From an optimization exercise on the open Yosys and OpenROAD flow, aimed at small area, a short achievable clock period and few clock cycles per item; shortcuts taken in it are not production practice. Function was checked by simulation only, so behaviour that the tests miss may differ from the original. Power is estimated from default activity; no workload was simulated.

==> inputs of run A <==
// timing_wheel_scheduler
module timing_wheel_scheduler #(
  parameter int unsigned WHEEL_SLOTS = 64,
  parameter int unsigned MAX_TIMERS  = 32
) (
  input  wire logic                        clk_i,
  input  wire logic                        rst_ni,
  input  wire logic                        push,
  output logic                             full,
  input  wire logic [1:0]                  kind_i,
  input  wire logic [tws_pkg::IdW-1:0]     timer_id_i,
  input  wire logic signed [tws_pkg::DelayW-1:0] delay_ms_i,
  output logic                             empty,
  input  wire logic                        pop,
  output logic [2:0]                       status_o,
  output logic [tws_pkg::IdW-1:0]          expired_id_o,
  output logic                             last_o,
  input  wire logic                        cfg_valid_i,
  output logic                             cfg_ready_o,
  input  wire logic [tws_pkg::PeriodW-1:0] cfg_data_i
);
clock: 8.0 ns
lec_check: 0
abc_clock_period_in_ps: 3500
cap_margin: 20
core_margin: 2
core_utilization: 55
setup_slack_margin: 4
slew_margin: 20
tns_end_percent: 100
run.sh (not shown) runs the stock make flow with config.mk's settings and CLKGATE_MAP_FILE= SYNTH_SCRIPT=/design/flow/synth_recipe.tcl, a recipe that flattens the netlist after the stock synthesis.
==> inputs of run H, as changes to run A <==
--- a/flow/design.v
+++ b/flow/design.v
@@ -14,65 +14,61 @@
   localparam int unsigned PeriodW = 16;
   localparam int unsigned IdW     = 5;
   localparam int unsigned QW      = 23;
   localparam int unsigned NTimers = 32;
 endpackage
 `default_nettype wire
 `timescale 1ns / 1ps
 `default_nettype none
-module tws_front (
+module tws_front #(
+  parameter int unsigned B = 2    
+) (
   input  wire logic                         clk_i,
   input  wire logic                         rst_ni,
   input  wire logic                         load_i,
   input  wire logic [tws_pkg::QW-1:0]       ld_d_i,
   input  wire logic [tws_pkg::IdW-1:0]      ld_id_i,
   input  wire logic                         ld_n_i,
-  input  wire logic                         ld_dead_i,
-  input  wire logic                         kill_i,
   input  wire logic [15:0]                  pn_i,
   input  wire logic [17:0]                  pn3_i,
   input  wire logic [3:0]                   pz_i,
   input  wire logic                         p_one_i,    
   input  wire logic                         tick_i,
-  input  wire logic [tws_pkg::QW-1:0]       t_i,
-  output logic                              busy_o,     
+  output logic                              busy_o,
   output logic                              can_load_o,
   output logic                              tick_ok_o,
   output logic                              zero_hit_o,
   output logic [tws_pkg::IdW-1:0]           id_o,
-  output logic                              wv_o,       
+  output logic                              wv_o,
   output logic [tws_pkg::IdW-1:0]           wid_o,
   output logic [tws_pkg::QW-1:0]            wq_o,
-  output logic [4:0]                        wn_o,
-  output logic [tws_pkg::QW-1:0]            wbase_o
+  output logic [4:0]                        wn_o
 );
   localparam int unsigned QW = tws_pkg::QW;
-  logic                 dv_q, dead_q;
+  logic                 dv_q;
   logic [4:0]           dj_q;
   logic [15:0]          rem_q;
   logic [7:0]           str_q;
   logic [QW-1:0]        quo_q;
   logic [tws_pkg::IdW-1:0] id_q;
   logic [4:0]           n_q;
   logic                 qnz_q;
-  logic                 wv_q, wdead_q;
   logic fin;
-  assign fin        = dv_q && (dj_q <= 5'd2);
+  assign fin        = dv_q && (dj_q <= 5'(B));
   assign can_load_o = !dv_q || fin;
-  assign busy_o     = dv_q && !dead_q;
+  assign busy_o     = dv_q;
   assign id_o       = id_q;
-  assign wv_o       = wv_q && !wdead_q;
   logic pow_gt_n;
   always_comb begin
     if (dj_q >= 5'd5) pow_gt_n = 1'b1;
     else pow_gt_n = (6'd1 << dj_q) > {1'b0, n_q};
   end
-  assign zero_hit_o = busy_o && (dj_q == 5'd0) && (quo_q == QW'(n_q));
-  assign tick_ok_o  = !busy_o || (dj_q == 5'd0) || (qnz_q && pow_gt_n);
+  assign zero_hit_o = dv_q && (dj_q == 5'd0) && (quo_q == QW'(n_q));
+  assign tick_ok_o  = !dv_q || (dj_q == 5'd0) || (qnz_q && pow_gt_n);
   logic [15:0]   rem_n;
   logic [7:0]    str_n;
   logic [QW-1:0] quo_n;
   logic          qnz_n;
   always_comb begin
     logic [17:0] trial;
     logic [18:0] d1, d2, d3;
     trial = {rem_q, str_q[7:6]};
@@ -101,58 +97,54 @@
         rem_n = d2[16:1]; quo_n = {quo_q[QW-2:0], 1'b1}; qnz_n = 1'b1;
       end else begin
         rem_n = trial[16:1]; quo_n = {quo_q[QW-2:0], 1'b0};
       end
     end
   end
   logic [4:0]    lz;
   logic [QW-1:0] xn;
-  logic [5:0]    k0p;
+  logic [5:0] k0p;
   always_comb begin
     lz = 5'd23;
     for (int i = 0; i < QW; i++) if (ld_d_i[i]) lz = 5'(QW - 1 - i);
     xn = ld_d_i << lz;
     k0p = 6'd8 + {2'b0, pz_i};
   end
   always_ff @(posedge clk_i or negedge rst_ni) begin
     if (!rst_ni) begin
       dv_q <= 1'b0;
-      wv_q <= 1'b0;
+      wv_o <= 1'b0;
     end else begin
       if (load_i) dv_q <= 1'b1;
       else if (fin) dv_q <= 1'b0;
-      wv_q <= fin;
+      wv_o <= fin;
     end
   end
   always_ff @(posedge clk_i) begin
     if (fin) begin
-      wdead_q <= dead_q || kill_i;
-      wid_o   <= id_q;
-      wq_o    <= quo_n;
-      wn_o    <= n_q + 5'(tick_i);
-      wbase_o <= t_i - QW'(n_q);
+      wid_o <= id_q;
+      wq_o  <= quo_n;
+      wn_o  <= n_q + 5'(tick_i);
     end
     if (load_i) begin
-      rem_q  <= {1'b0, xn[QW-1:8]};
-      str_q  <= xn[7:0];
-      quo_q  <= p_one_i ? ld_d_i : '0;
-      qnz_q  <= ld_n_i ? (k0p >= {1'b0, lz} + 6'd3) : (k0p >= {1'b0, lz} + 6'd2);
-      dj_q   <= (k0p > {1'b0, lz} && !p_one_i && !ld_dead_i) ? 5'(k0p - {1'b0, lz}) : 5'd0;
-      id_q   <= ld_id_i;
-      n_q    <= 5'(ld_n_i);
-      dead_q <= ld_dead_i;
+      rem_q <= {1'b0, xn[QW-1:8]};
+      str_q <= xn[7:0];
+      quo_q <= p_one_i ? ld_d_i : '0;
+      qnz_q <= ld_n_i ? (k0p >= {1'b0, lz} + 6'd3) : (k0p >= {1'b0, lz} + 6'd2);
+      dj_q  <= (k0p > {1'b0, lz} && !p_one_i) ? 5'(k0p - {1'b0, lz}) : 5'd0;
+      id_q  <= ld_id_i;
+      n_q   <= 5'(ld_n_i);
     end else if (dv_q) begin
-      rem_q  <= rem_n;
-      str_q  <= str_n;
-      quo_q  <= quo_n;
-      qnz_q  <= qnz_n;
-      dj_q   <= (dj_q > 5'd2) ? dj_q - 5'd2 : 5'd0;
-      n_q    <= n_q + 5'(tick_i);
-      dead_q <= dead_q || kill_i;
+      rem_q <= rem_n;
+      str_q <= str_n;
+      quo_q <= quo_n;
+      qnz_q <= qnz_n;
+      dj_q  <= (dj_q > 5'(B)) ? dj_q - 5'(B) : 5'd0;
+      n_q   <= n_q + 5'(tick_i);
     end
   end
 endmodule
 `default_nettype wire
 `timescale 1ns / 1ps
 `default_nettype none
 module tws_back (
   input  wire logic                            clk_i,
@@ -264,133 +256,126 @@
   logic [QW-1:0]  t_q;
   logic           tick_v;       
   logic [NT-1:0]  exp_q;        
   logic           h_v, s_v;
   logic [2:0]     h_st, s_st;
   logic [IW-1:0]  h_id, s_id;
   logic [QW-1:0]  w_d;
   logic [IW-1:0]  w_id;
-  logic           w_dead;       
   logic           w_ge;         
   logic           w_t;          
-  logic           w_live;
-  assign w_live = w_v && !w_dead;
   logic          div_can_load, div_tick_ok, div_load, div_zero_hit;
   logic [IW-1:0] div_id;
   logic          wv;
   logic [IW-1:0] wid;
-  logic [QW-1:0] wq, wbase;
+  logic [QW-1:0] wq;
   logic [4:0]    wn;
   logic          tick_take;
   logic [QW-1:0] ld_d;
   logic [IW-1:0] ld_id;
-  logic          ld_dead, div_kill;
   logic [NT-1:0] match;
   tws_back u_back (
     .clk_i,
     .we_i    (wv),
     .wid_i   (wid),
-    .wdata_i (wbase + wq),
+    .wdata_i (t_q - QW'(wn) + wq),
     .tick_i  (t_q),
     .match_o (match)
   );
-  tws_front u_front (
+  tws_front #(.B(2)) u_front (
     .clk_i, .rst_ni,
     .load_i     (div_load),
     .ld_d_i     (ld_d),
     .ld_id_i    (ld_id),
-    .ld_n_i     (w_live && (w_t || tick_take)),
-    .ld_dead_i  (ld_dead),
-    .kill_i     (div_kill),
+    .ld_n_i     (w_v && (w_t || tick_take)),
     .pn_i       (pn_q),
     .pn3_i      (pn3_q),
     .pz_i       (pz_q),
     .p_one_i    (pz_q == 4'd15 && pn_q == 16'h8000),
     .tick_i     (tick_take),
-    .t_i        (t_q),
     .busy_o     (div_busy),
     .can_load_o (div_can_load),
     .tick_ok_o  (div_tick_ok),
     .zero_hit_o (div_zero_hit),
     .id_o       (div_id),
     .wv_o       (wv),
     .wid_o      (wid),
     .wq_o       (wq),
-    .wn_o       (wn),
-    .wbase_o    (wbase)
+    .wn_o       (wn)
   );
   logic can_emit;
   assign can_emit = !s_v;
-  logic a_add, a_rem, a_tick, a_none, a_neg, a_act, add_go, tick_ok, ld_ok;
+  logic a_add, a_rem, a_tick, a_none, add_ok, add_go, tick_ok, ld_ok;
   assign a_add  = a_kind == tws_pkg::KIND_ADD;
   assign a_rem  = a_kind == tws_pkg::KIND_REMOVE;
   assign a_tick = a_kind == tws_pkg::KIND_TICK;
   assign a_none = a_kind == tws_pkg::KIND_NONE;
-  assign a_neg  = a_d[23];
-  assign a_act  = active_q[a_id];
+  assign add_ok = !a_d[23] && !active_q[a_id];
   assign ld_ok  = div_can_load && pn_rdy_q;
-  assign add_go = !w_live || ld_ok;
-  assign tick_ok = (!w_live || (w_ge && !w_t)) && div_tick_ok;
+  assign add_go = !w_v || ld_ok;
+  assign tick_ok = (!w_v || (w_ge && !w_t)) && div_tick_ok;
   assign a_take = a_v && !tick_v &&
-                  (a_none || (can_emit && (a_rem || (a_add && (a_neg || add_go)) ||
+                  (a_none || (can_emit && (a_rem || (a_add && (!add_ok || add_go)) ||
                                            (a_tick && tick_ok))));
   assign tick_take = a_take && a_tick;
   logic [NT-1:0] a_onehot;
-  always_comb begin
-    for (int i = 0; i < NT; i++) a_onehot[i] = a_id == IW'(i);
-  end
-  logic add_take, live_take;
-  assign add_take  = a_take && a_add && !a_neg;    
-  assign live_take = add_take && !a_act;           
-  assign div_load = ld_ok && (w_live || add_take);
-  assign ld_d     = w_live ? w_d : a_d[QW-1:0];
-  assign ld_id    = w_live ? w_id : a_id;
-  assign ld_dead  = w_live ? (live_take && a_id == w_id) : a_act;
-  assign div_kill = live_take && a_id == div_id;
+  assign a_onehot = NT'(1) << a_id;
+  logic add_take;
+  assign add_take = a_take && a_add && add_ok;
+  assign div_load = ld_ok && (w_v || add_take);
+  assign ld_d     = w_v ? w_d : a_d[QW-1:0];
+  assign ld_id    = w_v ? w_id : a_id;
   logic w_in;
-  assign w_in = add_take && (w_live || !ld_ok);
+  assign w_in = add_take && (w_v || !ld_ok);
   logic [QW-1:0] hi_mask;
   always_comb begin
     for (int i = 0; i < QW; i++) hi_mask[i] = (5'(i) + {1'b0, pz_q}) >= 5'd16;
   end
   logic [NT-1:0] hits, pend_mask, wr_hit, dz_hit;
   always_comb begin
-    for (int i = 0; i < NT; i++) begin
-      pend_mask[i] = (div_busy && div_id == IW'(i)) || (w_live && w_id == IW'(i)) ||
-                     (wv && wid == IW'(i));
-      dz_hit[i]    = div_zero_hit && div_id == IW'(i);
-      wr_hit[i]    = wv && wid == IW'(i) && wq == QW'(wn);
+    pend_mask = '0;
+    wr_hit    = '0;
+    dz_hit    = '0;
+    if (div_busy) begin
+      pend_mask[div_id] = 1'b1;
+      dz_hit[div_id]    = div_zero_hit && !(w_v && w_id == div_id);
+    end
+    if (w_v) pend_mask[w_id] = 1'b1;
+    if (wv) begin
+      pend_mask[wid] = 1'b1;
+      wr_hit[wid]    = (wq == QW'(wn)) && !(div_busy && div_id == wid) &&
+                       !(w_v && w_id == wid);
     end
     hits = active_q & ((match & ~pend_mask) | wr_hit | dz_hit);
   end
-  logic [NT-1:0] pe_in, exp_rest;
+  logic [NT-1:0] pe_in, pe_rest;
   logic [IW-1:0] pe_idx;
   logic          pe_any;
   always_comb begin
-    exp_rest = exp_q & (exp_q - NT'(1));
-    pe_in  = tick_v ? exp_rest : hits;
+    pe_in  = tick_v ? exp_q : hits;
     pe_any = |pe_in;
     pe_idx = '0;
     for (int i = NT - 1; i >= 0; i--) if (pe_in[i]) pe_idx = IW'(i);
+    pe_rest = pe_in & (pe_in - NT'(1));
   end
   logic          em_v;
   logic [2:0]    em_st;
   logic [IW-1:0] em_id;
   always_comb begin
     em_v  = 1'b0;
     em_st = tws_pkg::ST_DONE;
     em_id = '0;
     if (tick_v) begin
       em_v = can_emit;
       if (pe_any) begin em_st = tws_pkg::ST_EXPIRED; em_id = pe_idx; end
     end else if (a_take && !a_none) begin
       em_v = 1'b1;
       if (a_rem) em_st = tws_pkg::ST_REMOVED;
-      else if (a_add) em_st = (a_neg || a_act) ? tws_pkg::ST_REJECTED : tws_pkg::ST_ADDED;
+      else if (a_add) em_st = add_ok ? tws_pkg::ST_ADDED : tws_pkg::ST_REJECTED;
       else if (pe_any) begin em_st = tws_pkg::ST_EXPIRED; em_id = pe_idx; end
     end
   end
   always_ff @(posedge clk_i or negedge rst_ni) begin
     if (!rst_ni) begin
       active_q <= '0;
       t_q      <= '0;
       tick_v   <= 1'b0;
@@ -405,35 +390,34 @@
         active_q <= active_q & ~hits;
         tick_v   <= pe_any;
       end else if (add_take) begin
         active_q <= active_q | a_onehot;
       end else if (a_take && a_rem) begin
         active_q <= active_q & ~a_onehot;
       end
       if (w_in) w_v <= 1'b1;
-      else if (w_dead || div_load) w_v <= 1'b0;
+      else if (div_load && w_v) w_v <= 1'b0;
       if (!h_v || pop) begin
         h_v <= s_v || em_v;
         s_v <= 1'b0;
       end else if (em_v) begin
         s_v <= 1'b1;
       end
     end
   end
   always_ff @(posedge clk_i) begin
     pn3_q <= {2'b0, pn_q} + {1'b0, pn_q, 1'b0};
     if (w_in) w_t <= 1'b0;
     else if (tick_take) w_t <= 1'b1;
-    if (tick_v ? can_emit : tick_take) exp_q <= tick_v ? exp_rest : hits;
+    if (tick_v ? can_emit : tick_take) exp_q <= pe_rest;
     if (w_in) begin
-      w_d    <= a_d[QW-1:0];
-      w_id   <= a_id;
-      w_ge   <= |(a_d[QW-1:0] & hi_mask);
-      w_dead <= a_act;
+      w_d  <= a_d[QW-1:0];
+      w_id <= a_id;
+      w_ge <= |(a_d[QW-1:0] & hi_mask);
     end
     if (!h_v || pop) begin
       if (s_v) begin h_st <= s_st; h_id <= s_id; end
       else begin h_st <= em_st; h_id <= em_id; end
     end
     if (!s_v) begin s_st <= em_st; s_id <= em_id; end
   end
   assign empty        = !h_v;
==> results.toml <==
[run_status]
outcome = "complete, no violations"

[routing]
routed_wirelength_um = 189300
wl_met3_um = 16800
drt-vias-per-instance = 6.313

[power]
intPower_mw = 14.48

[timing]
fin_skew_ns = 0.04136

[min_path]
worstHoldStart = "s_id[1]$_DFF_P_"

[critical_path]
max_stage_delay_ns = 0.69
crit_path_max_fanout = 5

[global_route]
antenna_found_initial = 7

[layout]
final_cell_area_um2 = 68040
clkCellAreaFrac_pct = 5.324

[logic_synthesis]
netlist.area_leader.share_pct = 49.33
synth_seq_cells = 1090

[placement]
placedCellCount = 5921
Source of the figures above: run H

==> results.toml <==
[run_status]
outcome = "complete, no violations"

[routing]
routed_wirelength_um = 183200
drt-vias-per-instance = 6.339

[power]
intPower_mw = 13.61

[logic_synthesis]
netlist.area_leader.share_pct = 51.22
synth_seq_cells = 1117

[layout]
clkCellAreaFrac_pct = 5.769

[global_route]
antenna_found_initial = 10

[critical_path]
crit_path_max_fanout = 8

[min_path]
worstHoldStart = "s_st[2]$_DFF_P_"
Source of the figures above: run A

Testbench counts of run A, summed over its fixed seeds: cycles 3,713, items 3,200.
Testbench counts of run H, summed over its fixed seeds: cycles 3,711, items 3,200.

========
==> run a <==
Another version of the RTL of timing_wheel_scheduler (not shown whole).
make LEC_CHECK=0 ABC_CLOCK_PERIOD_IN_PS=3500 CAP_MARGIN=20 CORE_MARGIN=2 CORE_UTILIZATION=70 CTS_BUF_LIST=sky130_fd_sc_hd__clkbuf_16 CTS_CLUSTER_DIAMETER=70 CTS_CLUSTER_SIZE=24 SETUP_SLACK_MARGIN=4 SLEW_MARGIN=20 TNS_END_PERCENT=100 finish   # period 8.0 ns
==> run b: changes against run a <==
--- a/flow/design.v
+++ b/flow/design.v
@@ -22,11 +22,10 @@
 module tws_front (
   input  wire logic                         clk_i,
   input  wire logic                         rst_ni,
   input  wire logic                         load_i,
   input  wire logic [tws_pkg::QW-1:0]       ld_d_i,
-  input  wire logic [4:0]                   ld_lz_i,    
   input  wire logic [tws_pkg::IdW-1:0]      ld_id_i,
   input  wire logic                         ld_n_i,
   input  wire logic                         ld_dead_i,
   input  wire logic                         kill_i,
   input  wire logic [15:0]                  pn_i,
@@ -53,30 +52,23 @@
   logic [7:0]           str_q;
   logic [QW-1:0]        quo_q;
   logic [tws_pkg::IdW-1:0] id_q;
   logic [4:0]           n_q;
   logic                 qnz_q;
-  logic                 zhit_q;     
   logic                 wv_q, wdead_q;
   logic fin;
   assign fin        = dv_q && (dj_q <= 5'd2);
   assign can_load_o = !dv_q || fin;
   assign busy_o     = dv_q && !dead_q;
   assign id_o       = id_q;
   assign wv_o       = wv_q && !wdead_q;
   logic pow_gt_n;
   always_comb begin
-    unique case (dj_q)
-      5'd0:    pow_gt_n = n_q == 5'd0;
-      5'd1:    pow_gt_n = n_q[4:1] == 4'd0;
-      5'd2:    pow_gt_n = n_q[4:2] == 3'd0;
-      5'd3:    pow_gt_n = n_q[4:3] == 2'd0;
-      5'd4:    pow_gt_n = !n_q[4];
-      default: pow_gt_n = 1'b1;
-    endcase
+    if (dj_q >= 5'd5) pow_gt_n = 1'b1;
+    else pow_gt_n = (6'd1 << dj_q) > {1'b0, n_q};
   end
-  assign zero_hit_o = dv_q && zhit_q;
+  assign zero_hit_o = busy_o && (dj_q == 5'd0) && (quo_q == QW'(n_q));
   assign tick_ok_o  = !busy_o || (dj_q == 5'd0) || (qnz_q && pow_gt_n);
   logic [15:0]   rem_n;
   logic [7:0]    str_n;
   logic [QW-1:0] quo_n;
   logic          qnz_n;
@@ -112,17 +104,16 @@
       end
     end
   end
   logic [4:0]    lz;
   logic [QW-1:0] xn;
-  logic [5:0]    k0p, k0p2, k0p3;
+  logic [5:0]    k0p;
   always_comb begin
-    lz   = ld_lz_i;
-    xn   = ld_d_i << lz;
-    k0p  = 6'd8 + {2'b0, pz_i};
-    k0p2 = 6'd6 + {2'b0, pz_i};
-    k0p3 = 6'd5 + {2'b0, pz_i};
+    lz = 5'd23;
+    for (int i = 0; i < QW; i++) if (ld_d_i[i]) lz = 5'(QW - 1 - i);
+    xn = ld_d_i << lz;
+    k0p = 6'd8 + {2'b0, pz_i};
   end
   always_ff @(posedge clk_i or negedge rst_ni) begin
     if (!rst_ni) begin
       dv_q <= 1'b0;
       wv_q <= 1'b0;
@@ -142,19 +133,16 @@
     end
     if (load_i) begin
       rem_q  <= {1'b0, xn[QW-1:8]};
       str_q  <= xn[7:0];
       quo_q  <= p_one_i ? ld_d_i : '0;
-      qnz_q  <= ld_n_i ? ({1'b0, lz} <= k0p3) : ({1'b0, lz} <= k0p2);
+      qnz_q  <= ld_n_i ? (k0p >= {1'b0, lz} + 6'd3) : (k0p >= {1'b0, lz} + 6'd2);
       dj_q   <= (k0p > {1'b0, lz} && !p_one_i && !ld_dead_i) ? 5'(k0p - {1'b0, lz}) : 5'd0;
       id_q   <= ld_id_i;
       n_q    <= 5'(ld_n_i);
       dead_q <= ld_dead_i;
-      zhit_q <= !ld_dead_i && !ld_n_i && (p_one_i ? (ld_d_i == '0) : (k0p <= {1'b0, lz})) ||
-                !ld_dead_i && ld_n_i && p_one_i && (ld_d_i == QW'(1));
     end else if (dv_q) begin
-      zhit_q <= 1'b0;
       rem_q  <= rem_n;
       str_q  <= str_n;
       quo_q  <= quo_n;
       qnz_q  <= qnz_n;
       dj_q   <= (dj_q > 5'd2) ? dj_q - 5'd2 : 5'd0;
@@ -278,11 +266,10 @@
   logic [NT-1:0]  exp_q;        
   logic           h_v, s_v;
   logic [2:0]     h_st, s_st;
   logic [IW-1:0]  h_id, s_id;
   logic [QW-1:0]  w_d;
-  logic [4:0]     w_lz;         
   logic [IW-1:0]  w_id;
   logic           w_dead;       
   logic           w_ge;         
   logic           w_t;          
   logic           w_live;
@@ -308,11 +295,10 @@
   );
   tws_front u_front (
     .clk_i, .rst_ni,
     .load_i     (div_load),
     .ld_d_i     (ld_d),
-    .ld_lz_i    (w_live ? w_lz : a_lz),
     .ld_id_i    (ld_id),
     .ld_n_i     (w_live && (w_t || tick_take)),
     .ld_dead_i  (ld_dead),
     .kill_i     (div_kill),
     .pn_i       (pn_q),
@@ -346,12 +332,10 @@
   assign tick_ok = (!w_live || (w_ge && !w_t)) && div_tick_ok;
   assign a_take = a_v && !tick_v &&
                   (a_none || (can_emit && (a_rem || (a_add && (a_neg || add_go)) ||
                                            (a_tick && tick_ok))));
   assign tick_take = a_take && a_tick;
-  logic [QW-1:0] t_inc;
-  assign t_inc = t_q + QW'(1);
   logic [NT-1:0] a_onehot;
   always_comb begin
     for (int i = 0; i < NT; i++) a_onehot[i] = a_id == IW'(i);
   end
   logic add_take, live_take;
@@ -362,15 +346,10 @@
   assign ld_id    = w_live ? w_id : a_id;
   assign ld_dead  = w_live ? (live_take && a_id == w_id) : a_act;
   assign div_kill = live_take && a_id == div_id;
   logic w_in;
   assign w_in = add_take && (w_live || !ld_ok);
-  logic [4:0] a_lz;
-  always_comb begin
-    a_lz = 5'd23;
-    for (int i = 0; i < QW; i++) if (a_d[i]) a_lz = 5'(QW - 1 - i);
-  end
   logic [QW-1:0] hi_mask;
   always_comb begin
     for (int i = 0; i < QW; i++) hi_mask[i] = (5'(i) + {1'b0, pz_q}) >= 5'd16;
   end
   logic [NT-1:0] hits, pend_mask, wr_hit, dz_hit;
@@ -420,11 +399,11 @@
       s_v      <= 1'b0;
     end else begin
       if (tick_v) begin
         if (can_emit && !pe_any) tick_v <= 1'b0;
       end else if (tick_take) begin
-        t_q      <= t_inc;
+        t_q      <= t_q + QW'(1);
         active_q <= active_q & ~hits;
         tick_v   <= pe_any;
       end else if (add_take) begin
         active_q <= active_q | a_onehot;
       end else if (a_take && a_rem) begin
@@ -445,11 +424,10 @@
     if (w_in) w_t <= 1'b0;
     else if (tick_take) w_t <= 1'b1;
     if (tick_v ? can_emit : tick_take) exp_q <= tick_v ? exp_rest : hits;
     if (w_in) begin
       w_d    <= a_d[QW-1:0];
-      w_lz   <= a_lz;
       w_id   <= a_id;
       w_ge   <= |(a_d[QW-1:0] & hi_mask);
       w_dead <= a_act;
     end
     if (!h_v || pop) begin
==> run c: changes against run a <==
- ABC_CLOCK_PERIOD_IN_PS: 3500 -> 3300
- SETUP_SLACK_MARGIN: 4 -> 4.2
==> qor summary <==
Filler cells: run c 4450; run a 4823; run b 4774
Proportion of synthesized area in mux cells: run c 4.01%; run a 4.01%; run b 3.56%
Fin crit share: run c 51.7%; run a 52.4%; run b 52.1%
Outcome: run c timing/DRC/antenna clean; run a timing/DRC/antenna clean; run b timing/DRC/antenna clean
Number of storage elements in the synthesis netlist: run c 1123; run a 1123; run b 1117
Met3 Track Usage GR: run c 9.64%; run a 9.59%; run b 10.9%
Average footprint of a synthesized cell: run c 12.4 um^2; run a 12.4 um^2; run b 12.3 um^2
Cells resized by post-CTS repair: run c 237; run a 141; run b 157
Proportion of layout cells with a drive suffix above 1: run c 17.1%; run a 13.7%; run b 14.3%
R2R setup slack: run c 3.87 ns; run a 3.81 ns; run b 3.83 ns
Final worst-path setup slack: run c 3.87 ns; run a 3.81 ns; run b 3.83 ns
Post-DR vias/cell: run c 7.11; run a 6.93; run b 6.84
Share of total power in the clock network: run c 17.0%; run a 17.3%; run b 16.9%
Hold EP: run c s_id[4]; run a s_id[3]; run b s_st[2]
Testbench counts of run a, summed over its fixed seeds: cycles 3,713, items 3,200.
Testbench counts of run b, summed over its fixed seeds: cycles 3,713, items 3,200.
Testbench counts of run c, summed over its fixed seeds: cycles 3,713, items 3,200.

[port drivers added, routing unchanged]
The results above use ideal ports. As a check the final layouts listed here were re-extracted and re-timed, cells and wires unchanged. Step 1 sets driving cells, clkbuf_16 on the clock port and buf_2 on the other inputs (assumed; they add their load-dependent delay and slew). Step 2 adds t to the input delays and takes it off the output delays; t is the mean of the earliest and latest rising clock arrival at the registers after step 1. Input paths then give back, and output paths get back, about the clock's delay inside the block. Slacks: no drivers / after step 1 / after step 2; pairs: no drivers / after step 1.
| run | t, ns | slack for setup (ns) | hold slack, ns | clock arrival spread, ns |
|---|---|---|---|---|
| run A of note 1 | 0.796 | 3.793 / 3.793 / 3.793 | 0.460 / 0.460 / 0.460 | 0.075 / 0.074 |
| run H of note 1 | 0.776 | 3.723 / 3.723 / 3.723 | 0.471 / 0.471 / 0.471 | 0.042 / 0.042 |
| run a of note 2 | 0.750 | 3.808 / 3.808 / 3.808 | 0.470 / 0.470 / 0.470 | 0.051 / 0.052 |
| run b of note 2 | 0.752 | 3.828 / 3.828 / 3.828 | 0.468 / 0.468 / 0.468 | 0.049 / 0.049 |
| run c of note 2 | 0.752 | 3.865 / 3.865 / 3.865 | 0.475 / 0.475 / 0.475 | 0.052 / 0.051 |
After both steps every run listed still meets setup and hold.
